This design comes from an exercise in tuning for small area on the open sky130 flow, not from production work. Where RTL was checked, it was by simulation tests only, not by an equivalence proof against the original. Power figures rest on the tool's default switching activity, not on a simulated workload.

==> run M <==
==> flow/design.v <==
`timescale 1ns/1ns
module cpu_top (
    input  logic        clk,
    input  logic        rst,
    input  logic [15:0] mem_rdata,
    output logic [15:0] mem_addr,
    output logic [15:0] mem_wdata,
    output logic        mem_we,
    output logic        halted
);
    logic [3:0]        ph;      
    logic              init;    
    logic [11:0]       ir;      
    logic [7:0][15:0]  regs;
    logic [15:0]       pc;
    logic              pcc;     
    logic [13:0]       mar;
    logic [13:0]       mdr;
    logic              zf, cf;
    wire pb = ph[3];
    wire c0 = (ph[2:0] == 3'd0);
    wire [5:0] op = ir[11:6];
    wire [2:0] rx = ir[5:3];
    wire [2:0] ry = ir[2:0];
    wire i_halt = (op == 6'd0);
    wire i_not  = (op == 6'd4);
    wire i_and  = (op == 6'd7);
    wire i_or   = (op == 6'd8);
    wire i_xor  = (op == 6'd9);
    wire i_add  = (op == 6'd10);
    wire i_sub  = (op == 6'd12);
    wire i_cmp  = (op == 6'd16);
    wire i_jmp  = (op == 6'd23);
    wire i_jz   = (op == 6'd24);
    wire i_jnz  = (op == 6'd25);
    wire i_jc   = (op == 6'd26);
    wire i_jnc  = (op == 6'd27);
    wire i_mov  = (op == 6'd32);
    wire i_ld   = (op == 6'd33);
    wire i_ldi  = (op == 6'd35);
    wire i_st   = (op == 6'd37);
    wire i_jump = i_jmp | i_jz | i_jnz | i_jc | i_jnc;
    wire take   = i_jmp | (i_jz & zf) | (i_jnz & ~zf) | (i_jc & cf) | (i_jnc & ~cf);
    wire i_alu  = i_not | i_and | i_or | i_xor | i_add | i_sub | i_cmp;
    wire i_ari  = i_add | i_sub | i_cmp;
    wire i_subm = i_sub | i_cmp;
    wire i_wr   = i_not | i_and | i_or | i_xor | i_add | i_sub | i_mov | i_ld | i_ldi;
    wire [1:0] px = regs[rx][1:0];
    wire [1:0] py = regs[ry][1:0];
    wire [1:0] dat = c0 ? mem_rdata[1:0] : mdr[1:0];
    wire cin = c0 ? 1'b0 : cf;
    wire s0  = px[0] ^ py[0] ^ cin;
    wire a0  = px[0] ^ i_subm;
    wire k0  = (a0 & py[0]) | (a0 & cin) | (py[0] & cin);
    wire s1  = px[1] ^ py[1] ^ k0;
    wire a1  = px[1] ^ i_subm;
    wire k1  = (a1 & py[1]) | (a1 & k0) | (py[1] & k0);
    logic [1:0] res;
    always_comb begin
        res = {s1, s0};
        if (i_not)      res = ~px;
        else if (i_and) res = px & py;
        else if (i_or)  res = px | py;
        else if (i_xor) res = px ^ py;
        else if (i_mov) res = py;
        else if (i_ld | i_ldi) res = dat;
    end
    wire [1:0] wd = init ? 2'b00 : res;
    wire inc   = pb ? (i_ldi | (i_jump & ~take)) : 1'b1;
    wire pcin  = c0 ? inc : pcc;
    wire q0    = pc[0] ^ pcin;
    wire kq    = pc[0] & pcin;
    wire q1    = pc[1] ^ kq;
    wire [1:0] pc_new = init ? 2'b00 : ((pb & i_jump & take) ? dat : {q1, q0});
    wire       mrg  = ~pb & (i_st | i_ld);
    wire [1:0] pa   = i_st ? px : py;
    always_ff @(posedge clk or posedge rst) begin
        if (rst) begin
            ph     <= 4'b1000;
            init   <= 1'b1;
            halted <= 1'b0;
            zf     <= 1'b0;
            cf     <= 1'b0;
        end else begin
            ph <= ph + 4'd1;
            if (ph == 4'b1111)
                init <= 1'b0;
            if (!init && pb && i_halt)
                halted <= 1'b1;
            if (!init && pb && i_alu) begin
                zf <= (c0 | zf) & (res == 2'b00);
                cf <= i_ari & k1;
            end
        end
    end
    always_ff @(posedge clk) begin
        for (int r = 0; r < 8; r++) begin
            if (init || (pb && i_wr && rx == 3'(r)))
                regs[r] <= {wd, regs[r][15:2]};
            else
                regs[r] <= {regs[r][1:0], regs[r][15:2]};
        end
        pc  <= {pc_new, pc[15:2]};
        pcc <= pc[1] & kq;
        mar <= {(mrg ? pa : pc_new), mar[13:2]};
        if (pb && c0)
            mdr <= mem_rdata[15:2];
        else
            mdr <= {py, mdr[13:2]};
        if (!pb && c0)
            ir <= mem_rdata[15:4];
    end
    assign mem_addr  = {mar, (pb & (i_st | i_ld)) ? pa : pc[1:0]};
    assign mem_wdata = {mdr, py};
    assign mem_we    = pb & c0 & i_st & ~init & ~halted;
endmodule
==> flow/flow/run.sh <==
#!/bin/bash
export BUFFER_PORTS_ARGS="-buffer_cell sky130_fd_sc_hd__buf_1"
export CTS_ARGS="-sink_clustering_enable -repair_clock_nets -dont_use_dummy_load -buf_list sky130_fd_sc_hd__clkbuf_8"
bash standard.sh > standard.log 2>&1
==> flow/standard.sh <==
#!/bin/bash
# synth_recipe.tcl (not shown) runs the flow's synth.tcl, then flattens the netlist and writes it again
# the make line also repeats each setting of config.mk as NAME=value (left out here)
make -C /OpenROAD-flow-scripts/flow DESIGN_CONFIG=/design/flow/config.mk WORK_HOME=/design/flow/orfs CLKGATE_MAP_FILE= SYNTH_SCRIPT=/design/flow/synth_recipe.tcl "${@:-finish}"
==> flow/config.mk <==
export PLATFORM = sky130hd
export DESIGN_NAME = cpu_top
export DESIGN_NICKNAME = cpu_top
export VERILOG_FILES = /design/flow/design.v
export SDC_FILE = /design/flow/constraint.sdc
export NUM_CORES = 4
export LEC_CHECK = 0
export CAP_MARGIN = 20
export CORE_MARGIN = 2
export CORE_UTILIZATION = 70
export SLEW_MARGIN = 20
==> flow/constraint.sdc <==
create_clock -name core_clock -period 7.0 [get_ports {clk}]
set_input_delay 1.4000 -clock core_clock [delete_from_list [all_inputs] [get_ports {clk}]]
set_output_delay 1.4000 -clock core_clock [all_outputs]
set_load 0.01 [all_outputs]
==> run P: changes against run M <==
==> flow/design.v, changed modules only <==
module cpu_top (
    input  logic        clk,
    input  logic        rst,
    input  logic [15:0] mem_rdata,
    output logic [15:0] mem_addr,
    output logic [15:0] mem_wdata,
    output logic        mem_we,
    output logic        halted
);
    logic [3:0]        ph;      
    logic              init;    
    logic [11:0]       ir;      
    logic [7:0][15:0]  regs;
    logic [15:0]       pc;
    logic              pcc;     
    logic [13:0]       mar;
    logic [13:0]       mdr;
    logic              zf, cf;
    wire pb = ph[3];
    wire c0 = (ph[2:0] == 3'd0);
    wire [5:0] op = ir[11:6];
    wire [2:0] rx = ir[5:3];
    wire [2:0] ry = ir[2:0];
    wire lo   = ~op[5] & ~op[4];                  
    wire i_halt = (op == 6'd0);
    wire i_cmp  = (op == 6'd16);
    wire i_alu  = (lo & ((op[3:0] == 4'd4) | (op[3:0] == 4'd7) | (op[3:0] == 4'd8) |
                         (op[3:0] == 4'd9) | (op[3:0] == 4'd10) | (op[3:0] == 4'd12))) | i_cmp;
    wire hi   = (op[5:3] == 3'b100);             
    wire i_mov  = hi & (op[2:0] == 3'd0);
    wire i_ld   = hi & (op[2:0] == 3'd1);
    wire i_ldi  = hi & (op[2:0] == 3'd3);
    wire i_st   = hi & (op[2:0] == 3'd5);
    wire i_jmp  = (op == 6'd23);
    wire i_jcc  = (op[5:2] == 4'b0110);           
    wire i_wr   = (i_alu & ~op[4]) | i_mov | i_ld | i_ldi;
    wire cond   = (op[1] ? cf : zf) ^ op[0];
    wire i_jt   = i_jmp | (i_jcc & cond);
    wire i_jn   = i_jcc & ~cond;
    wire i_ari  = op[4] | (op[3] & (op[2] | op[1]));    
    wire i_subm = op[4] | op[2];                         
    wire i_and  = ~op[3] & op[0];                        
    wire i_not  = ~op[3] & ~op[0];
    wire i_or   = op[3] & ~op[0];
    wire i_xor  = op[3] & op[0];
    wire i_dat  = op[5] & op[0];                         
    wire [1:0] px = regs[rx][1:0];
    wire [1:0] py = regs[ry][1:0];
    wire [1:0] dat = c0 ? mem_rdata[1:0] : mdr[1:0];
    wire cin = c0 ? 1'b0 : cf;
    wire s0  = px[0] ^ py[0] ^ cin;
    wire a0  = px[0] ^ i_subm;
    wire k0  = (a0 & py[0]) | (a0 & cin) | (py[0] & cin);
    wire s1  = px[1] ^ py[1] ^ k0;
    wire a1  = px[1] ^ i_subm;
    wire k1  = (a1 & py[1]) | (a1 & k0) | (py[1] & k0);
    logic [1:0] res;
    always_comb begin
        if (op[5])      res = op[0] ? dat : py;    
        else if (i_ari) res = {s1, s0};
        else if (i_not) res = ~px;
        else if (i_and) res = px & py;
        else if (i_or)  res = px | py;
        else            res = px ^ py;
    end
    wire [1:0] wd = init ? 2'b00 : res;
    wire inc   = pb ? (i_ldi | i_jn) : 1'b1;
    wire pcin  = c0 ? inc : pcc;
    wire q0    = pc[0] ^ pcin;
    wire kq    = pc[0] & pcin;
    wire q1    = pc[1] ^ kq;
    wire [1:0] pc_new = init ? 2'b00 : ((pb & i_jt) ? dat : {q1, q0});
    wire       mrg  = ~pb & (i_st | i_ld);
    wire [1:0] pa   = i_st ? px : py;
    always_ff @(posedge clk or posedge rst) begin
        if (rst) begin
            ph     <= 4'b1000;
            init   <= 1'b1;
            halted <= 1'b0;
            zf     <= 1'b0;
            cf     <= 1'b0;
        end else begin
            ph <= ph + 4'd1;
            if (ph == 4'b1111)
                init <= 1'b0;
            if (!init && pb && i_halt)
                halted <= 1'b1;
            if (!init && pb && i_alu) begin
                zf <= (c0 | zf) & (res == 2'b00);
                cf <= i_ari & k1;
            end
        end
    end
    always_ff @(posedge clk) begin
        for (int r = 0; r < 8; r++) begin
            if (init || (pb && i_wr && rx == 3'(r)))
                regs[r] <= {wd, regs[r][15:2]};
            else
                regs[r] <= {regs[r][1:0], regs[r][15:2]};
        end
        pc  <= {pc_new, pc[15:2]};
        pcc <= pc[1] & kq;
        mar <= {(mrg ? pa : pc_new), mar[13:2]};
        if (pb && c0)
            mdr <= mem_rdata[15:2];
        else
            mdr <= {py, mdr[13:2]};
        if (!pb && c0)
            ir <= mem_rdata[15:4];
    end
    assign mem_addr  = {mar, (pb & (i_st | i_ld)) ? pa : pc[1:0]};
    assign mem_wdata = {mdr, py};
    assign mem_we    = pb & c0 & i_st & ~init & ~halted;
endmodule
==> flow/flow/run.sh (replaced) <==
#!/bin/bash
# The standard layout, with three changes:
#  - synthesis maps logic with an area-oriented abc script (flow/area.abc)
#  - ports are buffered with buf_1
#  - the clock tree uses clkbuf_8 and no dummy loads
set -e
F=$PWD/flow
export MY_ABC_SCRIPT=$F/area.abc
export FLOW_SYNTH=$PWD/synth_recipe.tcl
sed "s#SYNTH_SCRIPT=[^ ]*#SYNTH_SCRIPT=$F/my_synth.tcl#" standard.sh > my_standard.sh
export BUFFER_PORTS_ARGS="-buffer_cell sky130_fd_sc_hd__buf_1"
export CTS_ARGS="-sink_clustering_enable -repair_clock_nets -dont_use_dummy_load -buf_list sky130_fd_sc_hd__clkbuf_8"
bash my_standard.sh > standard.log 2>&1
==> flow/flow/area.abc (new file) <==
strash
dc2
dch -f
amap -F 20 -A 30
==> flow/flow/my_synth.tcl (new file) <==
# The standard flow's synthesis, with an area-oriented abc script in place of ORFS's
proc abc {args} {
  set out {}
  set skip 0
  foreach a $args {
    if {$skip} { set skip 0; continue }
    if {$a eq "-script" || $a eq "-D"} { set skip 1; continue }
    lappend out $a
  }
  yosys abc -script $::env(MY_ABC_SCRIPT) {*}$out
}
source $::env(FLOW_SYNTH)
==> run C: changes against run M <==
==> flow/run.sh (new file) <==
#!/bin/bash
# synth_recipe.tcl (not shown) runs the flow's synth.tcl, then flattens the netlist and writes it again
# the make line also repeats each setting of config.mk as NAME=value (left out here)
make -C /OpenROAD-flow-scripts/flow DESIGN_CONFIG=/design/flow/config.mk WORK_HOME=/design/flow/orfs CLKGATE_MAP_FILE= SYNTH_SCRIPT=/design/flow/synth_recipe.tcl finish
Settings changed: CORE_UTILIZATION 70 to 40.
removed: flow/flow/run.sh
removed: flow/standard.sh
==> notes <==
Hold slack, highest first: run C, run M, run P. Clock power: run C is larger than run M (about 90%). The lowest combinational power belongs to run M, the highest to run C. Non-clock buffer count is the same in run P and run M. Of run C and run M, run M has the higher clock skew (gap 0.031 ns). In run P the synthesized cell count is smaller than in run C, by 12%.
==> figures <==
metric	run M	run P	run C
Outcome	timing/DRC/antenna clean	timing/DRC/antenna clean	timing/DRC/antenna clean
Drt initial violations	248	278	201
Layout non-clock buf frac	3.04%	3.28%	7.22%
Layout-to-synthesis area ratio	1.080x	1.105x	1.214x
Worst-margin pin slew	1.05 ns	1.07 ns	0.979 ns
Sequential cell area fraction in the yosys report	69.1%	76.3%	69.1%
Clock edge transition at the registers on the reported setup and hold paths	0.12 ns	0.11 ns	0.07 ns
Crit path arrival time	2.48 ns	2.83 ns	2.86 ns
Row count	33	31	44
Cell area after technology mapping	5820 µm²	5280 µm²	5820 µm²
Critical Path Sink	mem_addr[0]	mem_addr[1]	mem_addr[0]
Average cell area after synthesis	12.5 µm²	12.8 µm²	12.5 µm²
Detailed-route wire length per cell	17.7 µm	18.0 µm	15.1 µm
Only the layout flow was run in run P; the RTL was not checked for function there.

## re-timing with driven ports
The results above use ideal ports. As a check the final layouts listed here were re-extracted and re-timed, cells and wires unchanged. Step 1 (the two cells are an assumption about what drives the block):
set clk [get_ports {clk}]
set_driving_cell -lib_cell sky130_fd_sc_hd__clkbuf_16 $clk
set_driving_cell -lib_cell sky130_fd_sc_hd__buf_2 [delete_from_list [all_inputs] $clk]
Step 2 adds t to the input delays and takes it off the output delays; t is the mean of the earliest and latest rising clock arrival at the registers after step 1. Input paths then give back, and output paths get back, about the clock's delay inside the block. a / b / c = ideal / step 1 / step 2; a / b = the first two.
run | t (ns) | setup WS [ns] | hold WS [ns] | worst setup path after step 2 | slew at the worst register clock pin (ns)
run M | 0.462 | 3.119 / 3.085 / 3.547 | 0.290 / 0.290 / 0.290 | register to output | 0.12 / 0.12
run P | 0.456 | 2.766 / 2.735 / 3.190 | 0.288 / 0.288 / 0.288 | register to output | 0.11 / 0.11
run C | 0.458 | 2.742 / 2.706 / 3.164 | 0.323 / 0.323 / 0.323 | register to output | 0.07 / 0.07
After both steps every run listed still meets setup and hold.
